What follows belongs to an exercise in optimizing a design on an open flow for small area, a short achievable clock period and few clock cycles; a production flow would make more cautious choices. No activity file was given, so power comes from the tool's default toggle rates.

==> inputs of run Z <==
==> flow/design.v <==
package ctbe_pkg;
    localparam int ACTION_W = 3;
    localparam int COUNT_W  = 8;
    localparam int BYTE_W   = 8;
    localparam int PEEK_W   = 10;
    localparam int CURSOR_W = 11;
    localparam logic [BYTE_W-1:0] SPACE_BYTE = 8'h20;
    typedef enum logic [ACTION_W-1:0] {
        ACT_INSERT  = 3'd0,
        ACT_DELETE  = 3'd1,
        ACT_SWAP    = 3'd2,
        ACT_ADVANCE = 3'd3,
        ACT_BACKUP  = 3'd4,
        ACT_READ    = 3'd5
    } action_t;
    typedef struct packed {
        logic load;
        logic clear_wr;
        logic ins_step;
        logic del_step;
        logic move;
        logic swap_chk;
        logic swap_rd;
        logic swap_wr_lo;
        logic swap_wr_hi;
        logic peek_rd;
        logic finish;
    } cmd_t;
    typedef struct packed {
        logic clear_last;
        logic ins_done;
        logic del_done;
        logic swap_ok;
    } status_t;
endpackage
import ctbe_pkg::*;
module ctbe_ctrl #(
    parameter int RW = 18
) (
    input  logic          clk,
    input  logic          rst_n,
    output logic          in_ready,
    output logic          stall,
    input  logic          push,
    input  logic [RW-1:0] push_data,
    output logic          out_valid,
    input  logic          out_ready,
    output logic [RW-1:0] out_data
);
    logic [RW-1:0] q0, q1;
    logic          q0v, q1v;
    logic          q0v_next, q1v_next;
    logic          dlv;
    logic          in_ready_reg;
    assign dlv = q0v && out_ready;
    always_comb
    begin
        if (dlv)
        begin
            q0v_next = q1v || push;
            q1v_next = q1v && push;
        end
        else
        begin
            q0v_next = q0v || push;
            q1v_next = q1v || (q0v && push);
        end
    end
    always_ff @(posedge clk or negedge rst_n)
    begin
        if (!rst_n)
        begin
            q0v          <= 1'b0;
            q1v          <= 1'b0;
            in_ready_reg <= 1'b0;
        end
        else
        begin
            q0v          <= q0v_next;
            q1v          <= q1v_next;
            in_ready_reg <= !q1v_next;
        end
    end
    always_ff @(posedge clk)
    begin
        if (dlv)
        begin
            q0 <= q1v ? q1 : push_data;
            q1 <= push_data;
        end
        else
        begin
            if (!q0v)
            begin
                q0 <= push_data;
            end
            if (!q1v)
            begin
                q1 <= push_data;
            end
        end
    end
    assign in_ready  = in_ready_reg;
    assign stall     = q1v;
    assign out_valid = q0v;
    assign out_data  = q0;
endmodule
import ctbe_pkg::*;
module ctbe_aoi222 (
    input  logic a0,
    input  logic b0,
    input  logic a1,
    input  logic b1,
    input  logic a2,
    input  logic b2,
    output logic y
);
    assign y = !((a0 && b0) || (a1 && b1) || (a2 && b2));
endmodule
module ctbe_rdbit (
    input  logic [127:0] sel,
    input  logic [127:0] d,
    output logic         y
);
    logic [42:0] n;
    for (genvar k = 0; k < 42; k++)
    begin : g_aoi
        ctbe_aoi222 u_aoi (
            .a0 (sel[3 * k]),     .b0 (d[3 * k]),
            .a1 (sel[3 * k + 1]), .b1 (d[3 * k + 1]),
            .a2 (sel[3 * k + 2]), .b2 (d[3 * k + 2]),
            .y  (n[k])
        );
    end
    assign n[42] = !((sel[126] && d[126]) || (sel[127] && d[127]));
    assign y     = !(&n);
endmodule
module ctbe_datapath (
    input  logic        clk,
    input  logic [8:0]  lo,
    input  logic [8:0]  hi,
    input  logic [7:0]  wdata_e,
    input  logic [7:0]  wdata_o,
    input  logic [6:0]  raddr_e,
    input  logic [6:0]  raddr_o,
    output logic [7:0]  rdata_e,
    output logic [7:0]  rdata_o
);
    logic [7:0] mem_e [128];
    logic [7:0] mem_o [128];
    logic [4:0]  lg, hg;
    logic [3:0]  lc, hc;
    logic [15:0] g_full, g_first, g_last;
    logic [15:0] c_first, c_last;
    logic        same_group;
    logic [255:0] wen;
    assign lg = lo[8:4];
    assign lc = lo[3:0];
    assign hg = hi[8:4];
    assign hc = hi[3:0];
    assign same_group = (lg == hg);
    always_comb
    begin
        for (int g = 0; g < 16; g++)
        begin
            g_full[g]  = (lg < 5'(g)) && (5'(g) < hg);
            g_first[g] = (lg == 5'(g));
            g_last[g]  = (hg == 5'(g)) && (lg < 5'(g));
        end
        for (int c = 0; c < 16; c++)
        begin
            c_first[c] = (4'(c) >= lc) && (!same_group || (4'(c) < hc));
            c_last[c]  = (4'(c) < hc);
        end
        for (int i = 0; i < 256; i++)
        begin
            wen[i] = g_full[i / 16] || (g_first[i / 16] && c_first[i % 16]) ||
                     (g_last[i / 16] && c_last[i % 16]);
        end
    end
    always_ff @(posedge clk)
    begin
        for (int j = 0; j < 128; j++)
        begin
            if (wen[2 * j])
            begin
                mem_e[j] <= wdata_e;
            end
            if (wen[2 * j + 1])
            begin
                mem_o[j] <= wdata_o;
            end
        end
    end
    logic [127:0] sel_e, sel_o;
    logic [127:0] col_e [8];
    logic [127:0] col_o [8];
    always_comb
    begin
        for (int j = 0; j < 128; j++)
        begin
            sel_e[j] = (raddr_e == 7'(j));
            sel_o[j] = (raddr_o == 7'(j));
            for (int b = 0; b < 8; b++)
            begin
                col_e[b][j] = mem_e[j][b];
                col_o[b][j] = mem_o[j][b];
            end
        end
    end
    for (genvar b = 0; b < 8; b++)
    begin : g_rd
        ctbe_rdbit u_rd_e (.sel (sel_e), .d (col_e[b]), .y (rdata_e[b]));
        ctbe_rdbit u_rd_o (.sel (sel_o), .d (col_o[b]), .y (rdata_o[b]));
    end
endmodule
import ctbe_pkg::*;
module cursor_text_buffer_editor_core #(
    parameter int BUFFER_BYTES = 256
) (
    input  logic                           clk,
    input  logic                           rst_n,
    input  logic                           in_valid,
    output logic                           in_ready,
    input  logic [ctbe_pkg::ACTION_W-1:0]  action,
    input  logic [ctbe_pkg::COUNT_W-1:0]   count,
    input  logic [ctbe_pkg::BYTE_W-1:0]    value,
    input  logic [ctbe_pkg::PEEK_W-1:0]    peek_index,
    output logic                           out_valid,
    input  logic                           out_ready,
    output logic [ctbe_pkg::CURSOR_W-1:0]  cursor,
    output logic [ctbe_pkg::BYTE_W-1:0]    peek_byte,
    output logic                           error
);
    logic stall;
    logic       v0;
    logic       up0, dn0, ins0, del0, swp0, rd0, bad0;
    logic [7:0] c0, x0;
    logic [7:0] p0;
    always_ff @(posedge clk or negedge rst_n)
    begin
        if (!rst_n)
        begin
            v0 <= 1'b0;
        end
        else if (!stall)
        begin
            v0 <= in_valid && in_ready;
        end
    end
    always_ff @(posedge clk)
    begin
        if (!stall)
        begin
            up0  <= (action == ACT_INSERT) || (action == ACT_ADVANCE);
            dn0  <= (action == ACT_DELETE) || (action == ACT_BACKUP);
            ins0 <= (action == ACT_INSERT);
            del0 <= (action == ACT_DELETE);
            swp0 <= (action == ACT_SWAP);
            rd0  <= (action == ACT_READ) && (peek_index[9:8] == 2'b00);
            bad0 <= (action == ACT_READ) && (peek_index[9:8] != 2'b00);
            c0   <= count;
            x0   <= (action == ACT_DELETE) ? SPACE_BYTE : value;
            p0   <= peek_index[7:0];
        end
    end
    logic [8:0] cur_reg, cur_next;
    logic [6:0] ch1_reg;             
    logic [9:0] sum, dif;
    logic       up_clip, dn_clip, swap_ok;
    logic [8:0] up_val, dn_val;
    logic       err;
    logic [8:0] lo_next, hi_next;
    assign sum     = {1'b0, cur_reg} + {2'b0, c0};
    assign dif     = {1'b0, cur_reg} - {2'b0, c0};
    assign up_clip = sum[9] || (sum[8] && (sum[7:0] != '0));
    assign dn_clip = dif[9];
    assign up_val  = up_clip ? 9'd256 : sum[8:0];
    assign dn_val  = dn_clip ? 9'd0 : dif[8:0];
    assign swap_ok = !(cur_reg[8] || (cur_reg[7:0] == 8'hff));
    always_comb
    begin
        cur_next = cur_reg;
        err      = bad0;
        if (up0)
        begin
            cur_next = up_val;
            err      = up_clip;
        end
        else if (dn0)
        begin
            cur_next = dn_val;
            err      = dn_clip;
        end
        else if (swp0)
        begin
            cur_next = swap_ok ? cur_reg + 9'd1 : cur_reg;
            err      = !swap_ok;
        end
        if (!v0)
        begin
            cur_next = cur_reg;
        end
    end
    always_comb
    begin
        lo_next = 9'd256;
        hi_next = 9'd0;
        if (v0 && ins0)
        begin
            lo_next = cur_reg;
            hi_next = up_val;
        end
        else if (v0 && del0)
        begin
            lo_next = dn_val;
            hi_next = cur_reg;
        end
        else if (v0 && swp0 && swap_ok)
        begin
            lo_next = cur_reg;
            hi_next = cur_reg + 9'd2;
        end
    end
    logic       v1, swp1, rd1, par1, err1;
    logic [8:0] lo1, hi1, res1;
    logic [7:0] x1;
    logic [6:0] ra_e1, ra_o1;
    always_ff @(posedge clk or negedge rst_n)
    begin
        if (!rst_n)
        begin
            cur_reg <= '0;
            ch1_reg <= '0;
            v1      <= 1'b0;
            lo1     <= 9'd256;
            hi1     <= 9'd0;
        end
        else if (!stall)
        begin
            cur_reg <= cur_next;
            ch1_reg <= 7'((cur_next + 9'd1) >> 1);
            v1      <= v0;
            lo1     <= lo_next;
            hi1     <= hi_next;
        end
    end
    always_ff @(posedge clk)
    begin
        if (!stall)
        begin
            swp1  <= swp0;
            rd1   <= rd0;
            par1  <= p0[0];
            err1  <= err;
            res1  <= cur_next;
            x1    <= x0;
            ra_e1 <= swp0 ? ch1_reg : p0[7:1];
            ra_o1 <= swp0 ? cur_reg[7:1] : p0[7:1];
        end
    end
    logic       v2, rd2, err2;
    logic [8:0] lo2, hi2, res2;
    logic [7:0] we2, wo2;
    logic [7:0] mem_e, mem_o, rd_e, rd_o;
    logic [8:0] eb, ob;
    logic       fwd_e, fwd_o;
    ctbe_datapath u_datapath (
        .clk     (clk),
        .lo      (lo2),
        .hi      (hi2),
        .wdata_e (we2),
        .wdata_o (wo2),
        .raddr_e (ra_e1),
        .raddr_o (ra_o1),
        .rdata_e (mem_e),
        .rdata_o (mem_o)
    );
    assign eb    = {1'b0, ra_e1, 1'b0};
    assign ob    = {1'b0, ra_o1, 1'b1};
    assign fwd_e = (eb >= lo2) && (eb < hi2);
    assign fwd_o = (ob >= lo2) && (ob < hi2);
    assign rd_e  = fwd_e ? we2 : mem_e;
    assign rd_o  = fwd_o ? wo2 : mem_o;
    always_ff @(posedge clk or negedge rst_n)
    begin
        if (!rst_n)
        begin
            v2  <= 1'b0;
            lo2 <= 9'd0;
            hi2 <= 9'd256;
            we2 <= 8'h00;
            wo2 <= 8'h00;
        end
        else if (!stall)
        begin
            v2  <= v1;
            lo2 <= lo1;
            hi2 <= hi1;
            if (swp1)
            begin
                we2 <= rd_o;
                wo2 <= rd_e;
            end
            else if (rd1)
            begin
                we2 <= par1 ? rd_o : rd_e;
                wo2 <= x1;
            end
            else
            begin
                we2 <= x1;
                wo2 <= x1;
            end
        end
    end
    always_ff @(posedge clk)
    begin
        if (!stall)
        begin
            rd2  <= rd1;
            err2 <= err1;
            res2 <= res1;
        end
    end
    logic [17:0] res_q;
    ctbe_ctrl #(
        .RW (18)
    ) u_ctrl (
        .clk       (clk),
        .rst_n     (rst_n),
        .in_ready  (in_ready),
        .stall     (stall),
        .push      (v2 && !stall),
        .push_data ({res2, (rd2 ? we2 : 8'h00), err2}),
        .out_valid (out_valid),
        .out_ready (out_ready),
        .out_data  (res_q)
    );
    assign cursor    = {2'b00, res_q[17:9]};
    assign peek_byte = res_q[8:1];
    assign error     = res_q[0];
endmodule
==> flow/run.sh <==
#!/bin/bash
# synth_recipe.tcl (not shown) runs the flow's synth.tcl, then flattens the netlist and writes it again
# the make line also repeats each setting of config.mk as NAME=value (left out here)
make -C /OpenROAD-flow-scripts/flow DESIGN_CONFIG=/design/flow/config.mk WORK_HOME=/design/flow/orfs CLKGATE_MAP_FILE= SYNTH_SCRIPT=/design/flow/synth_recipe.tcl finish
==> flow/config.mk <==
export PLATFORM = sky130hd
export DESIGN_NAME = cursor_text_buffer_editor_core
export DESIGN_NICKNAME = cursor_text_buffer_editor_core
export VERILOG_FILES = /design/flow/design.v
export SDC_FILE = /design/flow/constraint.sdc
export NUM_CORES = 4
export LEC_CHECK = 0
export CAP_MARGIN = 20
export CORE_MARGIN = 2
export CORE_UTILIZATION = 40
export SLEW_MARGIN = 20
export SYNTH_HIERARCHICAL = 1
==> flow/constraint.sdc <==
create_clock -name core_clock -period 10.0 [get_ports {clk}]
set_input_delay 2.0000 -clock core_clock [delete_from_list [all_inputs] [get_ports {clk}]]
set_output_delay 2.0000 -clock core_clock [all_outputs]
set_load 0.01 [all_outputs]
==> run D (differences from run Z) <==
==> flow/design.v, changed modules only <==
module ctbe_aoi22 (
    input  logic a0,
    input  logic b0,
    input  logic a1,
    input  logic b1,
    output logic y
);
    assign y = !((a0 && b0) || (a1 && b1));
endmodule
module ctbe_nand4 (
    input  logic a,
    input  logic b,
    input  logic c,
    input  logic d,
    output logic y
);
    assign y = !(a && b && c && d);
endmodule
module ctbe_nor2 (
    input  logic a,
    input  logic b,
    output logic y
);
    assign y = !(a || b);
endmodule
module ctbe_nand3 (
    input  logic a,
    input  logic b,
    input  logic c,
    output logic y
);
    assign y = !(a && b && c);
endmodule
module ctbe_rdbit (
    input  logic [127:0] sel,
    input  logic [127:0] d,
    output logic         y_n
);
    logic [42:0] n;      
    logic [10:0] g;      
    logic [5:0]  h;      
    logic [1:0]  k;      
    for (genvar i = 0; i < 42; i++)
    begin : g_aoi
        ctbe_aoi222 u_aoi (
            .a0 (sel[3 * i]),     .b0 (d[3 * i]),
            .a1 (sel[3 * i + 1]), .b1 (d[3 * i + 1]),
            .a2 (sel[3 * i + 2]), .b2 (d[3 * i + 2]),
            .y  (n[i])
        );
    end
    ctbe_aoi22 u_aoi_last (
        .a0 (sel[126]), .b0 (d[126]),
        .a1 (sel[127]), .b1 (d[127]),
        .y  (n[42])
    );
    for (genvar i = 0; i < 10; i++)
    begin : g_l1
        ctbe_nand4 u_g (.a (n[4 * i]), .b (n[4 * i + 1]), .c (n[4 * i + 2]), .d (n[4 * i + 3]),
                        .y (g[i]));
    end
    ctbe_nand3 u_g_last (.a (n[40]), .b (n[41]), .c (n[42]), .y (g[10]));
    for (genvar i = 0; i < 5; i++)
    begin : g_l2
        ctbe_nor2 u_h (.a (g[2 * i]), .b (g[2 * i + 1]), .y (h[i]));
    end
    assign h[5] = !g[10];
    ctbe_nand3 u_k0 (.a (h[0]), .b (h[1]), .c (h[2]), .y (k[0]));
    ctbe_nand3 u_k1 (.a (h[3]), .b (h[4]), .c (h[5]), .y (k[1]));
    ctbe_nor2  u_y  (.a (k[0]), .b (k[1]), .y (y_n));
endmodule
module ctbe_datapath (
    input  logic        clk,
    input  logic [8:0]  lo,
    input  logic [8:0]  hi,
    input  logic [7:0]  wdata_e,
    input  logic [7:0]  wdata_o,
    input  logic [6:0]  raddr_e,
    input  logic [6:0]  raddr_o,
    output logic [7:0]  rdata_e_n,
    output logic [7:0]  rdata_o_n
);
    logic [7:0] mem_e [128];
    logic [7:0] mem_o [128];
    logic [4:0]  lg, hg;
    logic [3:0]  lc, hc;
    logic [15:0] g_full, g_first, g_last;
    logic [15:0] c_first, c_last;
    logic        same_group;
    logic [255:0] wen;
    assign lg = lo[8:4];
    assign lc = lo[3:0];
    assign hg = hi[8:4];
    assign hc = hi[3:0];
    assign same_group = (lg == hg);
    always_comb
    begin
        for (int g = 0; g < 16; g++)
        begin
            g_full[g]  = (lg < 5'(g)) && (5'(g) < hg);
            g_first[g] = (lg == 5'(g));
            g_last[g]  = (hg == 5'(g)) && (lg < 5'(g));
        end
        for (int c = 0; c < 16; c++)
        begin
            c_first[c] = (4'(c) >= lc) && (!same_group || (4'(c) < hc));
            c_last[c]  = (4'(c) < hc);
        end
        for (int i = 0; i < 256; i++)
        begin
            wen[i] = g_full[i / 16] || (g_first[i / 16] && c_first[i % 16]) ||
                     (g_last[i / 16] && c_last[i % 16]);
        end
    end
    always_ff @(posedge clk)
    begin
        for (int j = 0; j < 128; j++)
        begin
            if (wen[2 * j])
            begin
                mem_e[j] <= wdata_e;
            end
            if (wen[2 * j + 1])
            begin
                mem_o[j] <= wdata_o;
            end
        end
    end
    logic [127:0] sel_e, sel_o;
    logic [127:0] col_e [8];
    logic [127:0] col_o [8];
    always_comb
    begin
        for (int j = 0; j < 128; j++)
        begin
            sel_e[j] = (raddr_e == 7'(j));
            sel_o[j] = (raddr_o == 7'(j));
            for (int b = 0; b < 8; b++)
            begin
                col_e[b][j] = mem_e[j][b];
                col_o[b][j] = mem_o[j][b];
            end
        end
    end
    for (genvar b = 0; b < 8; b++)
    begin : g_rd
        ctbe_rdbit u_rd_e (.sel (sel_e), .d (col_e[b]), .y_n (rdata_e_n[b]));
        ctbe_rdbit u_rd_o (.sel (sel_o), .d (col_o[b]), .y_n (rdata_o_n[b]));
    end
endmodule
module cursor_text_buffer_editor_core #(
    parameter int BUFFER_BYTES = 256
) (
    input  logic                           clk,
    input  logic                           rst_n,
    input  logic                           in_valid,
    output logic                           in_ready,
    input  logic [ctbe_pkg::ACTION_W-1:0]  action,
    input  logic [ctbe_pkg::COUNT_W-1:0]   count,
    input  logic [ctbe_pkg::BYTE_W-1:0]    value,
    input  logic [ctbe_pkg::PEEK_W-1:0]    peek_index,
    output logic                           out_valid,
    input  logic                           out_ready,
    output logic [ctbe_pkg::CURSOR_W-1:0]  cursor,
    output logic [ctbe_pkg::BYTE_W-1:0]    peek_byte,
    output logic                           error
);
    logic stall;
    logic       v0;
    logic       up0, dn0, ins0, del0, swp0, rd0, bad0;
    logic [7:0] c0, x0;
    logic [7:0] p0;
    always_ff @(posedge clk or negedge rst_n)
    begin
        if (!rst_n)
        begin
            v0 <= 1'b0;
        end
        else if (!stall)
        begin
            v0 <= in_valid && in_ready;
        end
    end
    always_ff @(posedge clk)
    begin
        if (!stall)
        begin
            up0  <= (action == ACT_INSERT) || (action == ACT_ADVANCE);
            dn0  <= (action == ACT_DELETE) || (action == ACT_BACKUP);
            ins0 <= (action == ACT_INSERT);
            del0 <= (action == ACT_DELETE);
            swp0 <= (action == ACT_SWAP);
            rd0  <= (action == ACT_READ) && (peek_index[9:8] == 2'b00);
            bad0 <= (action == ACT_READ) && (peek_index[9:8] != 2'b00);
            c0   <= count;
            x0   <= (action == ACT_DELETE) ? SPACE_BYTE : value;
            p0   <= peek_index[7:0];
        end
    end
    logic [8:0] cur_reg, cur_next;
    logic [6:0] ch1_reg;             
    logic [9:0] sum, dif;
    logic       up_clip, dn_clip, swap_ok;
    logic [8:0] up_val, dn_val;
    logic       err;
    logic [8:0] lo_next, hi_next;
    assign sum     = {1'b0, cur_reg} + {2'b0, c0};
    assign dif     = {1'b0, cur_reg} - {2'b0, c0};
    assign up_clip = sum[9] || (sum[8] && (sum[7:0] != '0));
    assign dn_clip = dif[9];
    assign up_val  = up_clip ? 9'd256 : sum[8:0];
    assign dn_val  = dn_clip ? 9'd0 : dif[8:0];
    assign swap_ok = !(cur_reg[8] || (cur_reg[7:0] == 8'hff));
    always_comb
    begin
        cur_next = cur_reg;
        err      = bad0;
        if (up0)
        begin
            cur_next = up_val;
            err      = up_clip;
        end
        else if (dn0)
        begin
            cur_next = dn_val;
            err      = dn_clip;
        end
        else if (swp0)
        begin
            cur_next = swap_ok ? cur_reg + 9'd1 : cur_reg;
            err      = !swap_ok;
        end
        if (!v0)
        begin
            cur_next = cur_reg;
        end
    end
    always_comb
    begin
        lo_next = 9'd256;
        hi_next = 9'd0;
        if (v0 && ins0)
        begin
            lo_next = cur_reg;
            hi_next = up_val;
        end
        else if (v0 && del0)
        begin
            lo_next = dn_val;
            hi_next = cur_reg;
        end
        else if (v0 && swp0 && swap_ok)
        begin
            lo_next = cur_reg;
            hi_next = cur_reg + 9'd2;
        end
    end
    logic       v1, rd1, par1, err1;
    logic [8:0] lo1, hi1, res1;
    logic [7:0] x1;
    logic [6:0] ra_e1, ra_o1;
    logic [6:0] ra_e_next, ra_o_next;
    logic       fe_next, fo_next;
    logic       e_mo1, e_me1, e_wo1, e_we1, o_me1, o_mo1, o_we1, o_wo1, x_1;
    assign ra_e_next = swp0 ? ch1_reg : p0[7:1];
    assign ra_o_next = swp0 ? cur_reg[7:1] : p0[7:1];
    assign fe_next   = ({1'b0, ra_e_next, 1'b0} >= lo1) && ({1'b0, ra_e_next, 1'b0} < hi1);
    assign fo_next   = ({1'b0, ra_o_next, 1'b1} >= lo1) && ({1'b0, ra_o_next, 1'b1} < hi1);
    always_ff @(posedge clk or negedge rst_n)
    begin
        if (!rst_n)
        begin
            cur_reg <= '0;
            ch1_reg <= '0;
            v1      <= 1'b0;
            lo1     <= 9'd256;
            hi1     <= 9'd0;
        end
        else if (!stall)
        begin
            cur_reg <= cur_next;
            ch1_reg <= 7'((cur_next + 9'd1) >> 1);
            v1      <= v0;
            lo1     <= lo_next;
            hi1     <= hi_next;
        end
    end
    always_ff @(posedge clk)
    begin
        if (!stall)
        begin
            rd1   <= rd0;
            par1  <= p0[0];
            err1  <= err;
            res1  <= cur_next;
            x1    <= x0;
            ra_e1 <= ra_e_next;
            ra_o1 <= ra_o_next;
            e_mo1 <= swp0 && !fo_next;
            e_wo1 <= swp0 && fo_next;
            e_me1 <= rd0 && !fe_next;
            e_we1 <= rd0 && fe_next;
            o_me1 <= swp0 && !fe_next;
            o_we1 <= swp0 && fe_next;
            o_mo1 <= rd0 && !fo_next;
            o_wo1 <= rd0 && fo_next;
            x_1   <= !swp0 && !rd0;
        end
    end
    logic       v2, rd2, par2, err2;
    logic [8:0] lo2, hi2, res2;
    logic [7:0] we2, wo2;
    logic [7:0] mem_e_n, mem_o_n, mem_e, mem_o;
    ctbe_datapath u_datapath (
        .clk       (clk),
        .lo        (lo2),
        .hi        (hi2),
        .wdata_e   (we2),
        .wdata_o   (wo2),
        .raddr_e   (ra_e1),
        .raddr_o   (ra_o1),
        .rdata_e_n (mem_e_n),
        .rdata_o_n (mem_o_n)
    );
    assign mem_e = ~mem_e_n;
    assign mem_o = ~mem_o_n;
    always_ff @(posedge clk or negedge rst_n)
    begin
        if (!rst_n)
        begin
            v2  <= 1'b0;
            lo2 <= 9'd0;
            hi2 <= 9'd256;
            we2 <= 8'h00;
            wo2 <= 8'h00;
        end
        else if (!stall)
        begin
            v2  <= v1;
            lo2 <= lo1;
            hi2 <= hi1;
            we2 <= ({8{e_mo1}} & mem_o) | ({8{e_me1}} & mem_e) | ({8{e_wo1}} & wo2) |
                   ({8{e_we1}} & we2) | ({8{x_1}} & x1);
            wo2 <= ({8{o_me1}} & mem_e) | ({8{o_mo1}} & mem_o) | ({8{o_we1}} & we2) |
                   ({8{o_wo1}} & wo2) | ({8{x_1}} & x1);
        end
    end
    always_ff @(posedge clk)
    begin
        if (!stall)
        begin
            rd2  <= rd1;
            par2 <= par1;
            err2 <= err1;
            res2 <= res1;
        end
    end
    logic [17:0] res_q;
    ctbe_ctrl #(
        .RW (18)
    ) u_ctrl (
        .clk       (clk),
        .rst_n     (rst_n),
        .in_ready  (in_ready),
        .stall     (stall),
        .push      (v2 && !stall),
        .push_data ({res2, (rd2 ? (par2 ? wo2 : we2) : 8'h00), err2}),
        .out_valid (out_valid),
        .out_ready (out_ready),
        .out_data  (res_q)
    );
    assign cursor    = {2'b00, res_q[17:9]};
    assign peek_byte = res_q[8:1];
    assign error     = res_q[0];
endmodule
==> run summary <==
metric	run Z	run D
Sequential cell area	66600 sq um	66900 sq um
Number of iterations in the first detailed-routing pass	14	10
Share of synthesized cell area in and, or, nand and nor gates	5.33%	5.59%
Signal buffers share of area	1.20%	1.42%
Period Utilization, post-route	52.7%	46.2%
Number of instances in the synthesized netlist	4724	4834
Area of the mapped netlist	84900 sq um	85300 sq um
Sequential power	19.0 mW	16.8 mW
Crit path largest cell delay	1.04 ns	0.95 ns
Wire length of the first global-routing pass	366 mm	360 mm
Max Freq	190 MHz	216 MHz
Run status	finished clean	finished clean
Via count of the first global-routing pass	49700	50100
Fraction of area in registers	69.5%	69.3%
Number of sequential cells	2235	2244
Half-perimeter wire length after detailed placement	163 mm	156 mm
Cell type of the slowest stage on the worst timing path	sky130_fd_sc_hd__a222oi_1	sky130_fd_sc_hd__o41ai_1
Met2 Resource Use GR	34.3%	34.8%
Worst slew pin tran	1.26 ns	1.22 ns
Vias	52600	52800
Die Span X	465 microns	466 microns
Total GRT Usage	23.3%	22.8%
Final setup skew	0.0269 ns	0.0339 ns
Height of the die	465 microns	466 microns
Portion of the post-synthesis area used by sequential elements	78.4%	78.3%
No functional check of the RTL was part of any run of this note.

==> separate check: timing with driven ports <==
The flow's constraints put no driver on any port. The routed layouts listed below were extracted and timed again, unchanged, in two steps. Step 1 assumes that a clkbuf_16 drives the clock port and a buf_2 every other input. Step 2 times the ports against the registers' clock, not the clock port: input delays grow and output delays shrink by t, the midpoint of the rising clock arrivals with the driver on. Three values: ideal ports, drivers, drivers and shift; two values: the first two.
run | t (ns) | slack for setup (ns) | worst setup path at the end
run Z | 0.935 | 4.729 / 4.729 / 4.729 | register to register
run D | 0.949 | 5.381 / 5.381 / 5.381 | register to register
After both steps setup and hold are still met in every run listed.
